Source: an optimization exercise on an open RTL-to-GDS flow (aim: small area, a short achievable clock period and few clock cycles per item). Production flows keep margins and buffers that such runs may drop. No run shown here included a check of the RTL's function; only the layout flow was run. Power is estimated from default activity; no workload was simulated.

==> design.v <==
`timescale 1ns/10ps
package lc4_isa_pkg;
   localparam int WORD_W    = 16;  
   localparam int REG_SEL_W = 3;   
   localparam int NZP_W     = 3;
   localparam logic [3:0] OP_ARITH = 4'b0001;
   localparam logic [3:0] OP_LOGIC = 4'b0101;
   localparam logic [3:0] OP_CONST = 4'b1001;
   localparam logic [2:0] ARITH_ADD = 3'b000;
   localparam logic [2:0] ARITH_SUB = 3'b010;
   localparam logic [2:0] LOGIC_AND = 3'b000;
   localparam logic [2:0] LOGIC_NOT = 3'b001;
   localparam logic [2:0] LOGIC_OR  = 3'b010;
   localparam logic [2:0] LOGIC_XOR = 3'b011;
   localparam logic [NZP_W-1:0] NZP_NEG  = 3'b100;
   localparam logic [NZP_W-1:0] NZP_ZERO = 3'b010;
   localparam logic [NZP_W-1:0] NZP_POS  = 3'b001;
   typedef struct packed {
      logic [3:0]           opcode;
      logic [REG_SEL_W-1:0] rd;
      logic [REG_SEL_W-1:0] rs;
      logic [2:0]           sub;   
      logic [REG_SEL_W-1:0] rt;
   } insn_reg_t;
   typedef struct packed {
      logic [3:0]           opcode;
      logic [REG_SEL_W-1:0] rd;
      logic [REG_SEL_W-1:0] rs;
      logic                 imm_flag;  
      logic [4:0]           imm5;
   } insn_imm_t;
   typedef struct packed {
      logic [3:0]           opcode;
      logic [REG_SEL_W-1:0] rd;
      logic [8:0]           imm9;  
   } insn_cst_t;
   typedef union packed {
      insn_reg_t r;
      insn_imm_t i;
      insn_cst_t c;
   } lc4_insn_u;
endpackage
`timescale 1ns/10ps
package lc4_pipe_pkg;
   localparam int WORD_W    = 16;
   localparam int REG_SEL_W = 3;
   localparam int NZP_W     = 3;
   typedef enum logic [1:0] {
      STALL_NONE  = 2'd0,  
      STALL_SPLIT = 2'd1,  
      STALL_RESET = 2'd2   
   } stall_e;
   typedef struct packed {
      logic [REG_SEL_W-1:0] rs_sel;
      logic                              rs_re;
      logic [REG_SEL_W-1:0] rt_sel;
      logic                              rt_re;
      logic [REG_SEL_W-1:0] rd_sel;
      logic                              rf_we;
      logic                              nzp_we;
   } ctrl_t;
   typedef struct packed {
      stall_e                           stall;
      logic [WORD_W-1:0]   pc;
      logic [WORD_W-1:0]                insn;  
      ctrl_t                            ctrl;
   } issue_t;
   typedef struct packed {
      logic                              we;
      logic [REG_SEL_W-1:0] sel;
      logic [WORD_W-1:0]    data;
   } wr_port_t;
   typedef struct packed {
      stall_e                            stall;
      logic [WORD_W-1:0]    pc;
      logic [WORD_W-1:0]    insn;
      logic                              rf_we;
      logic [REG_SEL_W-1:0] wsel;
      logic [WORD_W-1:0]    wdata;
      logic                              nzp_we;
      logic [NZP_W-1:0]     nzp;
   } commit_t;
endpackage
`timescale 1ns/10ps
`timescale 1ns/10ps
`timescale 1ns/10ps
`timescale 1ns/10ps
`timescale 1ns/10ps
`timescale 1ns/10ps
module lc4_superscalar #(
   parameter logic [lc4_isa_pkg::WORD_W-1:0] START_PC = 16'h8200
) (
   input  logic                            gwe,
   input  logic                            i_rst,
   output logic [lc4_isa_pkg::WORD_W-1:0]  o_pc,
   input  lc4_isa_pkg::lc4_insn_u          i_insn_a,
   input  lc4_isa_pkg::lc4_insn_u          i_insn_b,
   output lc4_pipe_pkg::commit_t           o_commit_a,
   output lc4_pipe_pkg::commit_t           o_commit_b
);
   logic [15:0] pc_q;
   always_ff @(posedge gwe) begin
      if (i_rst) pc_q <= START_PC;
      else       pc_q <= pc_q + 16'd1;
   end
   assign o_pc = pc_q;
   logic        x_v, x_sub;
   logic [15:0] x_insn;
   logic [7:0]  x_rs1h, x_rt1h;    
   logic        w_v, w_we, w_z;
   logic [15:0] w_insn, w_data, w_pc;
   logic [15:0] regs [8];
   always_ff @(posedge gwe) begin
      x_v    <= !i_rst;
      x_insn <= i_insn_a;
      x_sub  <= i_insn_a[15:12] == 4'b0001 && i_insn_a[5:3] == 3'b010;
      x_rs1h <= 8'd1 << i_insn_a[8:6];
      x_rt1h <= 8'd1 << i_insn_a[2:0];
   end
   logic [15:0] op_a, bb, g, p, gg, pp, sum, res;
   logic        is_arith, is_logic, is_const, is_imm;
   logic        s_sum, s_and, s_not, s_or, s_xor;
   assign is_arith = x_insn[15:12] == 4'b0001;
   assign is_logic = x_insn[15:12] == 4'b0101;
   assign is_const = x_insn[15:12] == 4'b1001;
   assign is_imm   = x_insn[5];
   assign s_sum    = is_arith && (is_imm || !x_insn[3]);    
   assign s_and    = is_logic && (is_imm || x_insn[4:3] == 2'b00);
   assign s_not    = is_logic && !is_imm && x_insn[4:3] == 2'b01;
   assign s_or     = is_logic && !is_imm && x_insn[4:3] == 2'b10;
   assign s_xor    = is_logic && !is_imm && x_insn[4:3] == 2'b11;
   logic        x_we;
   assign x_we = x_v && (is_arith || is_logic || is_const);
   logic [15:0] rd_s, rd_t;
   always_comb begin
      rd_s = '0;
      rd_t = '0;
      for (int r = 0; r < 8; r++) begin
         rd_s = rd_s | (regs[r] & {16{x_rs1h[r]}});
         rd_t = rd_t | (regs[r] & {16{x_rt1h[r]}});
      end
   end
   assign op_a = rd_s;
   assign bb   = (is_imm ? {{11{x_insn[4]}}, x_insn[4:0]} : rd_t) ^ {16{x_sub}};
   assign g    = op_a & bb;
   assign p    = op_a ^ bb;
   always_comb begin
      logic [15:0] gn, pn;
      gg    = g;
      pp    = p;
      gg[0] = g[0] | (p[0] & x_sub);
      for (int d = 1; d < 16; d = d * 2) begin
         gn = gg;
         pn = pp;
         for (int i = d; i < 16; i++) begin
            gn[i] = gg[i] | (pp[i] & gg[i-d]);
            pn[i] = pp[i] & pp[i-d];
         end
         gg = gn;
         pp = pn;
      end
   end
   assign sum = p ^ {gg[14:0], x_sub};
   logic [15:0] res_ns, t;
   logic        z_sum, res_z;
   assign res_ns = ({16{s_and}} & g) |
                   ({16{s_not}} & ~op_a) |
                   ({16{s_or}}  & (g | p)) |
                   ({16{s_xor}} & p) |
                   ({16{is_const}} & {{7{x_insn[8]}}, x_insn[8:0]});
   assign res    = ({16{s_sum}} & sum) | res_ns;
   assign t      = op_a | bb;
   assign z_sum  = &(p ~^ {t[14:0], x_sub});
   assign res_z  = s_sum ? z_sum : (res_ns == 16'd0);
   always_ff @(posedge gwe) begin
      if (i_rst) begin
         w_v  <= 1'b0;
         w_we <= 1'b0;
         w_pc <= START_PC - 16'd2;
      end else begin
         w_v  <= x_v;
         w_we <= x_we;
         w_pc <= w_pc + 16'd1;
      end
      w_insn <= x_insn;
      w_data <= res;
      w_z    <= res_z;
   end
   logic [15:0] rf_wd;
   assign rf_wd = res & ~{16{i_rst}};
   always_ff @(posedge gwe) begin
      for (int r = 0; r < 8; r++)
         if (i_rst || (x_we && x_insn[11:9] == 3'(r))) regs[r] <= rf_wd;
   end
   always_comb begin
      o_commit_a.stall  = w_v ? lc4_pipe_pkg::STALL_NONE : lc4_pipe_pkg::STALL_SPLIT;
      o_commit_a.pc     = w_pc;
      o_commit_a.insn   = w_insn;
      o_commit_a.rf_we  = w_we;
      o_commit_a.wsel   = w_insn[11:9];
      o_commit_a.wdata  = w_data;
      o_commit_a.nzp_we = w_we;
      if (w_data[15])          o_commit_a.nzp = lc4_isa_pkg::NZP_NEG;
      else if (w_z)            o_commit_a.nzp = lc4_isa_pkg::NZP_ZERO;
      else                     o_commit_a.nzp = lc4_isa_pkg::NZP_POS;
   end
   assign o_commit_b = {lc4_pipe_pkg::STALL_SPLIT, 56'd0};
endmodule
==> flow/run.sh <==
#!/bin/bash
# The standard layout with two changes: synthesis leaves adders to abc (no
# full/half-adder cells), and the ports get plain buffers, not delay cells.
set -euo pipefail
bash standard.sh ADDER_MAP_FILE= "BUFFER_PORTS_ARGS=-buffer_cell sky130_fd_sc_hd__buf_2" finish > standard.log 2>&1
==> standard.sh <==
#!/bin/bash
# synth_recipe.tcl (not shown) runs the flow's synth.tcl, then flattens the netlist and writes it again
# the make line also repeats each setting of config.mk as NAME=value (left out here)
make -C /OpenROAD-flow-scripts/flow DESIGN_CONFIG=/design/flow/config.mk WORK_HOME=/design/flow/orfs CLKGATE_MAP_FILE= SYNTH_SCRIPT=/design/flow/synth_recipe.tcl "${@:-finish}"
==> config.mk <==
export PLATFORM = sky130hd
export DESIGN_NAME = lc4_superscalar
export DESIGN_NICKNAME = lc4_superscalar
export VERILOG_FILES = /design/flow/design.v
export SDC_FILE = /design/flow/constraint.sdc
export NUM_CORES = 4
export LEC_CHECK = 0
export ABC_AREA = 1
export CAP_MARGIN = 20
export CORE_MARGIN = 2
export CORE_UTILIZATION = 40
export SETUP_SLACK_MARGIN = 3.3
export SLEW_MARGIN = 20
==> constraint.sdc <==
create_clock -name core_clock -period 5.5 [get_ports {gwe}]
set_input_delay 1.1000 -clock core_clock [delete_from_list [all_inputs] [get_ports {gwe}]]
set_output_delay 1.1000 -clock core_clock [all_outputs]
set_load 0.01 [all_outputs]
==> impl_metrics.tcl, run 1 <==
set metrics [dict create \
    worstSetupEndpointType "register" \
    die_x_um 178 \
    htree_levels 1 \
    finalSetupViolCount 0 \
    wl_mm 37.5 \
    cts_buffers 25 \
    nFillCells 2702 \
    drc_errors 0 \
    worstHoldPathType "reg2reg" \
    dp_cells 1935 \
    ant_nets 0 \
    synthTopCellsByArea "edfxtp_1, dfxtp_1, nand2_1, inv_1, buf_4" \
    drtPass1Iterations 6 \
    synthAdderAreaFrac_pct 0 \
    cp.required_ps 5800 \
    hold_ws_ps 351 \
    initial_utilization_pct 40.7 \
    grt_overflow 0 \
    ys_seq_elements 229 \
    slew_viol_final 0 \
    area_delta_synth_final_pct 28.4 \
    critPathSlowestCell "dfxtp_4" \
    wl_per_cell_um 18.0 \
    rows 63 \
    instances_no_fill 2080 \
    setup_ws_ps 2940 \
    gp_congestion 0.933 \
    crit_path_max_fanout 8 \
    nets 1705 \
    timing_hold_violations_final 0 \
    fmax_mhz 390 \
    worst_slew_pin_slew_ps 597 \
    yosys.area_share.simple_pct 30.8 \
    powerDensity_nw_per_um2 292 \
    seq_area_frac_synth_pct 48.4 \
    cts_tree "done" \
    fp.dieH_um 178 \
    worstPathArrival_ps 2860 \
    min_path_cells 0 \
    grt_max_degree 34 \
    outcome "finished clean" \
    synth-xor-area-share_pct 0.579 \
    relSlewSlack_pct 59.8 \
    finalCritPeriodShare_pct 46.6 \
    io_pins 166 \
    layout_common_cells "nand2_1, inv_1, edfxtp_1" \
    r2r_cells 15 \
    layout-drive-gt1-share_pct 33.5 \
    holdBufCountCts 0 \
    viasPerCell 5.16 \
    yosys_warnings 2 \
    utilization_pct 52.3 \
    cap_violations 0 \
    clock_latency_ps 530 \
    synth_flop_cell "edfxtp_1" \
    clock-skew-final_ps 13.5 \
    antenna_found_initial 0 \
    die_area_um2 31700 \
    cts.sinks 229 \
    max_stage_delay_ps 410 \
    num_vias 10734 \
    setup_tns_ps 0 \
    synth_compound_area_share_pct 7.27 \
    synth_top_family_by_area "simple AND/OR/NAND/NOR gates" \
    cts_root_buf "clkbuf_16" \
    grt_pass1_vias 9811 \
    path_clk_slew_ps 60 \
    cp-start-kind "register" \
    yosys.area.top_type "edfxtp_1" \
    leakage_nw 7.15 \
    avgSynthCellArea_um2 8.07 \
    ys_types 48 \
    rsz0062_at_grt "true" \
    hpwl_mm 22.9 \
    clockBufferDepth 3 \
    period_needed_ps 2560 \
    cp_common_cell "nand2_1" \
    synthMuxAreaShare_pct 0 \
    async_flop_share_pct 0 \
    layout_commonest_cell "nand2_1" \
    first_iter_violations 846 \
    netlist.area_leader.share_pct 31.7 \
    grt_usage_pct 23.0 \
    synth_edf_count 128 \
    synth_area_um2 12100 \
    path_cells "buf_8, nand2_1, nand2_1, nor2_1, nand3_2, nand2_2, nand2_1, nand3_4, nand2_4, nor2_4, and2_1, nand2_1, nand4_1, nand3_2, a21oi_4" \
    critPathKind "reg2reg" \
    peakVddDrop_uv 206 \
    port_buffers 90 \
    pre_cts_slack_ps 1720 \
    core_um2 29700 \
    synth_cells 1500 \
    grt_pass1_wl_mm 55.1 \
]
[logic make-up (layout without fill, tap and decap cells)]
kind of cell / Yosys count / in the layout
DFF: 229 / 229
and+or+nand+nor: 840 / 840
AOI/OAI and AO/OA: 148 / 148
other: 2 / 60
xor gates and xnor gates: 8 / 8
buffers and inverters: 273 / 405
[path summary, 6_finish.rpt]
path              slack, ps     endpoint  startpoint
hold / removal          350    w_insn[0]   x_insn[0]
hold reg to reg         350    w_insn[0]   x_insn[0]
setup reg to reg       2940  regs[0][12]   x_rt1h[6]
setup / recovery       2940  regs[0][12]   x_rt1h[6]
[sequential cells by signal, indices dropped and copies added (netlist names), 8 cells and up]
signal,flops
w_pc,16
x_insn,16
pc_q,16
w_insn,16
x_rt1h,8
regs,128
x_rs1h,8
w_data,16
[synthesized netlist by cell type, types with 14 or more instances]
library cell,number
nor3_1,32
buf_4,69
inv_1,153
nand2_2,26
nand3_2,16
nor2_2,15
buf_6,33
nor2_1,112
nand2_1,507
dfxtp_1,101
o21ai_0,36
a21oi_1,61
edfxtp_1,128
nand3_1,90
o22ai_1,14
[metrics by stage]
step | instance area, um^2 | power, W
final | 15500 | 0.00454
after global routing | 15500 | 0.00473
after CTS | 14900 | 0.00445
after detailed placement | 12600 | 0.00263
after global placement | 12600 | 0.00262
after floorplan | 12400 | 0.00247
[critical path, delay by kind of cell, from the launching register on]
family,cells,cell delay [ps]
buffers and inverters,1,170
and+or+nand+nor,13,1400
AOI/OAI and AO/OA,1,320
DFF,1,410
[power by group]
group          total, W  switching [W]  internal, W
Combinational  0.000892       0.000575     0.000317
Clock           0.00167       0.000678     0.000997
Sequential      0.00197      0.0000737      0.00190
Total           0.00454        0.00133      0.00321
[area by class of cell]
| cell class | instances | area (um^2) | share of cell area (%) |
|---|---|---|---|
| tap | 390 | 488 | 3.14 |
| clock buffer | 34 | 743 | 4.78 |
| clock inverter | 11 | 93.8 | 0.604 |
| antenna | 1 | 2.50 | 0.0161 |
| sequential | 229 | 5950 | 38.2 |
| multi-input combinational | 1055 | 6090 | 39.2 |
| inverter | 157 | 601 | 3.86 |
| timing repair buffer | 203 | 1580 | 10.2 |
[layer usage]
metal / GRT usage (%) / share of wire [%]
met3: 3.20 / 7.7
met5: 0 / 0
met1: 29.6 / 40
met2: 39.5 / 49
met4: 8.13 / 4.1
[timing repair]
action / CTS / global route
endpoints found under the setup margin: 287 / 280
resized for setup: 219 / 127
buffers inserted: 77 / 22
pin swaps: 66 / 72
==> run 2, diff against run 1 <==
--- a/config.mk
+++ b/config.mk
@@ -9,5 +9,5 @@
 export CAP_MARGIN = 20
 export CORE_MARGIN = 2
 export CORE_UTILIZATION = 40
-export SETUP_SLACK_MARGIN = 3.3
+export SETUP_SLACK_MARGIN = 2.8
 export SLEW_MARGIN = 20
==> run 2 against run 1 <==
  * Still clean on timing, DRC and antenna
  * Cell count shrank 1.5%
  * Die area did not move
  * Power fell by 3.8%
  * Combinational power decreased by 16%
  * Synthesized cell count unchanged
  * Area after synthesis stayed put
  * Count of clock-buffer cells in the layout down 5
  * Maximum frequency is 2.8% lower
  * Sequential share of layout area is 2.2 points higher
  * Sequential power is essentially flat
  * Setup slack got worse by 73 ps
==> impl_metrics.tcl, run 2 <==
set metrics [dict create \
    num_vias 10418 \
    wl_per_cell_um 17.8 \
    clock-skew-final_ps 14.0 \
    worstSetupEndpointType "register" \
    utilization_pct 49.3 \
    nets 1674 \
    hpwl_mm 22.8 \
    seq_area_frac_synth_pct 48.4 \
    cp-start-kind "register" \
    gr-max-usage-layer "met2" \
    async_flop_share_pct 0 \
    yosys.area_share.simple_pct 30.8 \
    grt_pass1_vias 9057 \
    gp_congestion 0.925 \
    layout_common_cells "nand2_1, inv_1, edfxtp_1" \
    clockBufferDepth 3 \
    grt_pass1_wl_mm 51.0 \
    grt_max_degree 34 \
    netlist.area_leader.share_pct 31.7 \
    viasPerCell 5.09 \
    worstPathArrival_ps 2950 \
    cts_root_buf "clkbuf_16" \
    yosys.area.top_type "edfxtp_1" \
    htree_levels 1 \
    io_pins 166 \
    synth_flop_cell "edfxtp_1" \
    drtPass1Iterations 5 \
    layout-drive-gt1-share_pct 25.6 \
    dpl-instance-area_um2 12500 \
    wl_mm 36.4 \
    critPathKind "reg2reg" \
    outcome "finished clean" \
    design_area_um2 14700 \
    rows 63 \
    worst_slew_pin_slew_ps 721 \
    layout_commonest_cell "nand2_1" \
    cts_tree "done" \
    netlist_top_cells_count "nand2_1, inv_1, edfxtp_1, nor2_1, dfxtp_1" \
    fmax_mhz 379 \
    slew_viol_final 0 \
    avgSynthCellArea_um2 8.07 \
    synthMuxAreaShare_pct 0 \
    nFillCells 2780 \
    ys_seq_elements 229 \
    leakage_nw 6.81 \
    peakVddDrop_uv 207 \
    antenna_found_initial 0 \
    relSlewSlack_pct 51.9 \
    drc_errors 0 \
    ant_nets 0 \
    globalRouteMet1Util_pct 28.0 \
    largest_register "regs" \
    die_x_um 178 \
    fp.dieH_um 178 \
    cp.required_ps 5810 \
    core_um2 29700 \
    yosysMostFrequentCell "nand2_1" \
    first_iter_violations 945 \
    finalCritPeriodShare_pct 47.9 \
    ys_types 48 \
    period_needed_ps 2640 \
    insertedDiodeCount 0 \
    p_total_w 0.00437 \
    die_area_um2 31700 \
    powerDensity_nw_per_um2 298 \
    synth-xor-area-share_pct 0.579 \
    synth_edf_count 128 \
    synth_area_um2 12100 \
    synth_top_family_by_area "simple AND/OR/NAND/NOR gates" \
    timing_hold_violations_final 0 \
    met2_usage_pct 36.0 \
    setup_tns_ps 0 \
    worstHoldPathType "reg2reg" \
    finalSetupViolCount 0 \
    grt_usage_pct 21.4 \
    largest_reg_flops 128 \
    area_delta_synth_final_pct 21.0 \
    synthAdderAreaFrac_pct 0 \
    cts_buffers 25 \
    yosys_warnings 2 \
    use_met3_pct 2.24 \
    crit_path_max_fanout 8 \
    cts.sinks 229 \
    clock_latency_ps 530 \
    port_buffers 90 \
    synth_cells 1500 \
    synthTopCellsByArea "edfxtp_1, dfxtp_1, nand2_1, inv_1, buf_4" \
    holdBufCountCts 0 \
    path_clk_slew_ps 60 \
    cap_violations 0 \
    rsz0062_at_grt "true" \
    initial_utilization_pct 40.7 \
    grt_overflow 0 \
    synth_compound_area_share_pct 7.27 \
]
-- run 2: cell counts after synthesis --
Identical to the previous run, type by type.
-- run 2: metrics by stage --
| stage | cells | hold slack (ps) | setup WS [ps] |
|---|---|---|---|
| floorplan | 1557 | 331 | 2580 |
| global placement | 1935 | 337 | 1790 |
| detailed placement | 1935 | 343 | 1740 |
| CTS | 2003 | 356 | 2650 |
| global route | 2048 | 364 | 2740 |
| finish | 2048 | 353 | 2860 |
-- run 2: area by class of cell --
class / count / area (um^2) / area share [%]
sequential: 229 / 5930 / 40.5
multi-input combinational: 1055 / 5560 / 38.0
timing repair buffer: 171 / 1250 / 8.52
clock buffer: 29 / 704 / 4.81
inverter: 157 / 597 / 4.07
tap: 390 / 488 / 3.33
clock inverter: 16 / 113 / 0.769
timing repair inverter: 1 / 7.51 / 0.0512
-- run 2: where the power goes --
| group | total [W] | internal, W | switching (W) |
|---|---|---|---|
| clock network | 0.00165 | 0.000931 | 0.000719 |
| logic | 0.000750 | 0.000245 | 0.000505 |
| registers | 0.00197 | 0.00190 | 0.0000716 |
| total | 0.00437 | 0.00307 | 0.00130 |
-- run 2: routing by layer --
layer / part of all wire, % / wire [um] / vias up
met4: 4.2 / 1510 / 0
met5: 0 / 0 / -
li1: - / - / 5019
met2: 47 / 17200 / 476
met3: 7.6 / 2760 / 111
met1: 41 / 14900 / 4812
-- run 2: path summary, 6_finish.rpt --
kind             start     endpoint  slack [ps]  depth (start not counted)
max          x_rt1h[6]  regs[2][14]        2860                         15
min          x_insn[6]    w_insn[6]         350                          0
max reg2reg  x_rt1h[6]  regs[2][14]        2860                         15
min reg2reg  x_insn[6]    w_insn[6]         350                          0
-- run 2: kinds of logic (layout without fill, tap and decap cells) --
group           count (synthesis)  after routing
buf+inv                       273            374
simple gates                  840            840
compound gates                148            148
other cells                     2             59
xor+xnor                        8              8
flops                         229            229
-- run 2: what timing repair did --
item | CTS | global route
setup endpoints to repair | 141 | 202
resized for setup | 67 | 129
gates cloned | 1 | 1
pin swaps | 3 | 38
setup buffers | 22 | 44
-- run 2: worst max-delay path, cell delays in order, from the launching register on --
cell and delay (ps):
dfxtp_4 390, buf_4 190, buf_4 140, a21oi_1 160, nand3_2 140, nand3_1 120, nand3_1 180, nand2_4 180
nor2_4 50, nand2_1 80, nand2_1 90, a21oi_2 140, nand2_1 60, nand2_1 70, nand3_2 90, a21oi_4 310

[separate check: timing with driven ports]
No port has a modelled driver above. Below, the same layouts with a new extraction and two added sets of constraints.
Step 1 (the two cells are an assumption about what drives the block):
set clk [get_ports {gwe}]
set_driving_cell -lib_cell sky130_fd_sc_hd__clkbuf_16 $clk
set_driving_cell -lib_cell sky130_fd_sc_hd__buf_2 [delete_from_list [all_inputs] $clk]
Step 2 adds t to the input delays and takes it off the output delays; t is the mean of the earliest and latest rising clock arrival at the registers after step 1. Input paths then give back, and output paths get back, about the clock's delay inside the block.
Slacks: ideal / step 1 / step 2; pairs: ideal / step 1.
run	t (ns)	setup WS [ns]	worst hold slack (ns)	worst register clock-pin slew, ns	worst slew at a driven data input, ns
run 1	0.566	2.938 / 2.938 / 2.714	0.351 / 0.351 / 0.351	0.06 / 0.06	0.04
run 2	0.573	2.864 / 2.864 / 2.558	0.353 / 0.353 / 0.353	0.07 / 0.07	0.04
After both steps every run listed still meets setup and hold. The setup slack of run 2, which loses most, moves by 0.000 ns with the drivers and by -0.306 ns with both steps.
